From an optimization exercise on the open Yosys and OpenROAD flow, aimed at small area, a short achievable clock period and few clock cycles; shortcuts taken in it are not production practice.
Function was checked by simulation only, so behaviour that the tests miss may differ from the original.

==> design.v <==
package fc_ctrl_pkg;
	typedef enum logic [1:0] {
		PH_IDLE = 2'b00,
		PH_RUN  = 2'b01,
		PH_DONE = 2'b10
	} phase_state_t;
	typedef logic [12-1:0] cnt_t;
	typedef logic [12-1:0] addr_t;
	typedef struct packed {
		addr_t addr;
		logic  ce;      
	} mem_req_t;
endpackage
package fc_data_pkg;
	typedef logic signed [8-1:0] data_t;
	typedef logic signed [32-1:0] acc_t;
	typedef data_t [4-1:0] weight_vec_t;
	typedef acc_t [4-1:0] result_vec_t;
endpackage
`timescale 1ns/1ps
module fc_phase_fsm (
	input  logic                      clk,
	input  logic                      reset_n,
	input  logic                      i_start,   
	input  logic                      i_last,    
	output fc_ctrl_pkg::phase_state_t o_state,
	output logic                      o_active
);
	fc_ctrl_pkg::phase_state_t state;
	fc_ctrl_pkg::phase_state_t state_nxt;
	always_ff @(posedge clk or negedge reset_n) begin
		if (!reset_n) begin
			state <= fc_ctrl_pkg::PH_IDLE;
		end else begin
			state <= state_nxt;
		end
	end
	always_comb begin
		state_nxt = state;
		case (state)
			fc_ctrl_pkg::PH_IDLE: begin
				if (i_start) begin
					state_nxt = fc_ctrl_pkg::PH_RUN;
				end
			end
			fc_ctrl_pkg::PH_RUN: begin
				if (i_last) begin
					state_nxt = fc_ctrl_pkg::PH_DONE;
				end
			end
			fc_ctrl_pkg::PH_DONE: begin
				state_nxt = fc_ctrl_pkg::PH_IDLE;  
			end
			default: begin
				state_nxt = fc_ctrl_pkg::PH_IDLE;  
			end
		endcase
	end
	assign o_state  = state;
	assign o_active = (state == fc_ctrl_pkg::PH_RUN);
endmodule
`timescale 1ns/1ps
module fc_step_counter (
	input  logic              clk,
	input  logic              reset_n,
	input  logic              i_start,     
	input  fc_ctrl_pkg::cnt_t i_num_cnt,   
	input  logic              i_en,        
	output fc_ctrl_pkg::cnt_t o_cnt,
	output logic              o_last
);
	fc_ctrl_pkg::cnt_t num_cnt;   
	fc_ctrl_pkg::cnt_t step_cnt;
	always_ff @(posedge clk or negedge reset_n) begin
		if (!reset_n) begin
			num_cnt <= '0;
		end else if (i_start) begin
			num_cnt <= i_num_cnt;
		end else if (o_last) begin
			num_cnt <= '0;
		end
	end
	always_ff @(posedge clk or negedge reset_n) begin
		if (!reset_n) begin
			step_cnt <= '0;
		end else if (i_start || o_last) begin
			step_cnt <= '0;
		end else if (i_en) begin
			step_cnt <= step_cnt + fc_ctrl_pkg::cnt_t'(1);
		end
	end
	assign o_last = i_en && (step_cnt == num_cnt - fc_ctrl_pkg::cnt_t'(1));
	assign o_cnt  = step_cnt;
endmodule
`timescale 1ns/1ps
module fc_mac_core (
	input  logic               clk,
	input  logic               reset_n,
	input  logic               i_clear,    
	input  logic               i_valid,    
	input  fc_data_pkg::data_t i_node,
	input  fc_data_pkg::data_t i_weight,
	output fc_data_pkg::acc_t  o_acc,
	output logic               o_valid
);
	logic signed [2*8-1:0] prod;   
	fc_data_pkg::acc_t              acc;
	logic                           valid_q;
	assign prod = i_node * i_weight;
	always_ff @(posedge clk or negedge reset_n) begin
		if (!reset_n) begin
			acc <= '0;
		end else if (i_clear) begin
			acc <= '0;
		end else if (i_valid) begin
			acc <= acc + fc_data_pkg::acc_t'(prod);  
		end
	end
	always_ff @(posedge clk or negedge reset_n) begin
		if (!reset_n) begin
			valid_q <= 1'b0;
		end else begin
			valid_q <= i_valid;
		end
	end
	assign o_acc   = acc;
	assign o_valid = valid_q;
endmodule
`timescale 1ns/1ps
module fc_layer_top (
	input  logic                     clk,
	input  logic                     reset_n,
	input  logic                     i_run,       
	input  fc_ctrl_pkg::cnt_t        i_num_cnt,   
	input  fc_data_pkg::data_t       i_node,      
	input  fc_data_pkg::weight_vec_t i_weights,   
	output logic                     o_idle,
	output logic                     o_read,
	output logic                     o_write,
	output logic                     o_done,
	output fc_ctrl_pkg::mem_req_t    o_mem_req,
	output fc_data_pkg::result_vec_t o_results
);
	fc_ctrl_pkg::phase_state_t read_state;
	fc_ctrl_pkg::phase_state_t write_state;
	logic                      read_active;
	logic                      write_active;
	logic                      read_last;
	logic                      write_last;
	fc_ctrl_pkg::cnt_t         read_cnt;
	logic                      lane_in_valid;
	logic [4-1:0]   lane_valid;
	logic                      all_valid;
	logic [4*8-1:0] weights_flat;
	logic [4*32-1:0]  results_flat;
	fc_phase_fsm u_read_fsm (
		.clk      (clk),
		.reset_n  (reset_n),
		.i_start  (i_run),
		.i_last   (read_last),
		.o_state  (read_state),
		.o_active (read_active)
	);
	fc_step_counter u_read_cnt (
		.clk       (clk),
		.reset_n   (reset_n),
		.i_start   (i_run),
		.i_num_cnt (i_num_cnt),
		.i_en      (read_active),
		.o_cnt     (read_cnt),
		.o_last    (read_last)
	);
	fc_phase_fsm u_write_fsm (
		.clk      (clk),
		.reset_n  (reset_n),
		.i_start  (i_run),
		.i_last   (write_last),
		.o_state  (write_state),
		.o_active (write_active)
	);
	fc_step_counter u_write_cnt (
		.clk       (clk),
		.reset_n   (reset_n),
		.i_start   (i_run),
		.i_num_cnt (i_num_cnt),
		.i_en      (all_valid),
		.o_cnt     (),            
		.o_last    (write_last)
	);
	assign o_mem_req.addr = fc_ctrl_pkg::addr_t'(read_cnt);
	assign o_mem_req.ce   = read_active;
	always_ff @(posedge clk or negedge reset_n) begin
		if (!reset_n) begin
			lane_in_valid <= 1'b0;
		end else begin
			lane_in_valid <= read_active;
		end
	end
	assign weights_flat = i_weights;
	assign o_results    = results_flat;
	for (genvar g = 0; g < 4; g++) begin : g_lane
		fc_mac_core u_mac_core (
			.clk      (clk),
			.reset_n  (reset_n),
			.i_clear  (i_run),
			.i_valid  (lane_in_valid),
			.i_node   (i_node),
			.i_weight (weights_flat[g*8 +: 8]),
			.o_acc    (results_flat[g*32 +: 32]),
			.o_valid  (lane_valid[g])
		);
	end
	assign all_valid = &lane_valid;
	assign o_idle  = (read_state == fc_ctrl_pkg::PH_IDLE) &&
	                 (write_state == fc_ctrl_pkg::PH_IDLE);
	assign o_read  = read_active;
	assign o_write = write_active;
	assign o_done  = (write_state == fc_ctrl_pkg::PH_DONE);  
endmodule
==> run.sh <==
#!/bin/bash
# synth_recipe.tcl (not shown) runs the flow's synth.tcl, then flattens the netlist and writes it again
# the make line also repeats each setting of config.mk as NAME=value (left out here)
make -C /OpenROAD-flow-scripts/flow DESIGN_CONFIG=/design/flow/config.mk WORK_HOME=/design/flow/orfs CLKGATE_MAP_FILE= SYNTH_SCRIPT=/design/flow/synth_recipe.tcl finish
==> config.mk <==
export PLATFORM = sky130hd
export DESIGN_NAME = fc_layer_top
export DESIGN_NICKNAME = fc_layer_top
export VERILOG_FILES = /design/flow/design.v
export SDC_FILE = /design/flow/constraint.sdc
export NUM_CORES = 4
export LEC_CHECK = 0
export CAP_MARGIN = 20
export CORE_MARGIN = 2
export CORE_UTILIZATION = 40
export SLEW_MARGIN = 20
==> constraint.sdc <==
create_clock -name core_clock -period 8.0 [get_ports {clk}]
set_input_delay 1.6000 -clock core_clock [delete_from_list [all_inputs] [get_ports {clk}]]
set_output_delay 1.6000 -clock core_clock [all_outputs]
set_load 0.01 [all_outputs]
==> results.toml <==
[critical_path]
worstPathArrival_ps = 7780
worstPathMaxFanout = 13
worstPathRequired_ps = 8430
crit_path_end_kind = "register"
startpoint = "i_weights[9]"
reg2reg_from = "g_lane[1].u_mac_core.acc[6]"
crit_path_start_kind = "input pin"
path_class = "in -> reg"

[synthesis]
synthCells = 2799
synth_cell_types = 63
synth_fp_nets = 3682
synth.avg_cell_area_sq_um = 10.3
synth_xor_area_frac = 0.0517
synth-compound-area-share = 0.0900
ys_ff_latch = 182
synth_area_sq_um = 28800
synth_edf_count = 0
synth_area_leader_cell = "fa_1"
synth_top_family_by_area = "adder cells"
synth-simple-area-share = 0.114
synthTopCellsByArea = "fa_1 (38%), dfrtp_1 (16%), ha_1 (12%)"
yosys.area_share.adder = 0.502
synth_seq_area_share = 0.158
ys.flop_type = "dfrtp_1"
yosys_warnings = 4
synth_top_area_share = 0.378
synthArstFlopShare = 1.00
synth.area.mux_share = 0.0230

[clocking]
insertion_delay_ps = 520
clock_sinks = 182
cts_hold_buf = 0
h-tree-depth = 4
cts_setup_buffers = 0
cts_buffers = 17
cts_tree = "done"
root_buffer = "clkbuf_16"
path_clk_slew_ps = 90
cts.path.max_buffers = 2
post_cts_resize_count = 0

[flow_run]
maxCapViolations = 0

[drt]
drc = 0
antenna_left = 0
avgRoutedWirePerCell_um = 18.2
routed_wl_um = 72500
drtIter0Drc = 1046
drtPass1Iterations = 5
num_vias = 20700
avgViaCountPerCell = 5.20

[floorplanning]
dieHeight_um = 272
start_util = 0.403
fp.dieArea_sq_um = 74100
io_pins = 200
rows = 98
die_x_um = 272
core_area_sq_um = 71400

[timing]
tightest_slew_ps = 939
tns_ps = 0
slew_viol_final = 0
max_slew_margin = 0.374
final_hold_viol_count = 0
min_period_ps = 7350
timing.fmax_mhz = 136
timing.final.crit_share = 0.919
rsz0062_at_grt = "no"
fin_skew_ps = 12.9
hold_slack_ps = 483
setup_viol = 0

[global_route]
overflow = 0
grt_use_total = 0.208
grt_pass1_vias = 22300
grt_pass1_wl_um = 122000
grt_start_max_net_pins = 75
antenna_found_initial = 0

[placement]
portBuffers = 199
dp_hpwl_um = 57400
gp_congestion = 0.895
placed_area_sq_um = 32300
dp.cells = 3942

[min_path]
hp-start = "u_read_fsm.state[1]"
min_path_type = "reg -> reg"

[final_layout]
final_cell_mix = "fa_1 (544), inv_1 (385), ha_1 (284)"
finalNonFillerCells = 3974
fin_nets = 3894
drive_gt1_frac = 0.0400
final_common_cell = "fa_1"
num_antenna_cells = 0
fin_area_sq_um = 33000
final_util = 0.462
area_growth_pct = 14.5

[outcome]
status = "timing/DRC/antenna clean"
cell families after synthesis:
| group | Yosys count |
|---|---|
| adder cells (fa/ha/maj) | 828 |
| AND/OR/NAND/NOR | 687 |
| buffers and inverters | 467 |
| AO/OA/AOI/OAI | 399 |
| flip-flops | 182 |
| XOR/XNOR | 170 |
| multiplexers | 66 |
cell type report:
cell class / count / area (sq um)
Clock inverter: 15 / 198
Inverter: 390 / 1460
Sequential cell: 182 / 4560
Timing Repair Buffer: 270 / 2650
Multi-Input combinational cell: 2150 / 22500
Fill cell: 6678 / 38400
Tap cell: 950 / 1190
Clock buffer: 17 / 425
worst paths after layout:
check,endpoint,slack [ps],cells after the start
hold reg to reg,u_read_fsm.state[0],480,1
setup reg to reg,g_lane[1].u_mac_core.acc[28],2220,20
max in group asynchronous,g_lane[3].u_mac_core.acc[11],5570,2
min in group asynchronous,g_lane[1].u_mac_core.acc[25],1150,1
hold / removal,u_read_fsm.state[0],480,1
setup / recovery,g_lane[1].u_mac_core.acc[31],650,18
worst max-delay path, stage by stage:
cell	delay [ps]
clkdlybuf4s50_1	700
and2_1	250
buf_4	280
fa_1	490
fa_1	510
fa_1	560
fa_1	410
ha_1	290
ha_1	380
a21o_1	210
a31o_2	210
a221oi_1	320
o2111ai_1	340
a31oi_1	380
o21ai_0	150
a21oi_1	310
xnor2_1	130
a211oi_1	240
metal layers:
layer	GRT usage	routed length, um
met1	0.285	32800
met2	0.343	35300
met3	0.0377	3410
met4	0.0444	1000
met5	0	0
stage by stage:
stage,worst slack (ps)
CTS,730
global placement,313
finish,645
global route,335
floorplan,321
detailed placement,205
state kept, by name, indices dropped and copies added, names as in the netlist:
register / count
u_read_cnt.num_cnt: 12
u_write_fsm.state: 2
lane_in_valid: 1
g_lane.u_mac_core.acc: 128
u_write_cnt.num_cnt: 12
u_read_cnt.step_cnt: 12
u_write_cnt.step_cnt: 12
g_lane.u_mac_core.valid_q: 1
u_read_fsm.state: 2
cells in the mapped netlist (all sizes together), types with 36 or more instances:
master  instances
clkbuf         67
dfrtp         182
o21ai         101
a21o           53
and2          132
nand3          36
xor2           68
a21oi          89
fa            544
nor2          188
xnor2         102
nand2         206
ha            284
mux2i          65
inv           385
Testbench counts, summed over its fixed seeds: cycles 35,715.

-- port drivers added, routing unchanged --
How much do the figures lean on ideal ports? The routed layout below was timed once more, with nothing changed but the port constraints. Step 1 sets driving cells, clkbuf_16 on the clock port and buf_2 on the other inputs (assumed; they add their load-dependent delay and slew). Step 2 times the ports against the registers' clock, not the clock port: input delays grow and output delays shrink by t, the midpoint of the rising clock arrivals with the driver on. a / b / c = ideal ports / drivers / drivers and shift; a / b = the first two.
shift t [ns]: 0.578
setup slack, ns: 0.645 / 0.684 / 0.106
worst slew at a driven data input, ns: 0.08
After both steps setup and hold are still met in this run. For this run, drivers alone change the setup slack by +0.039 ns; drivers and shift together by -0.539 ns.
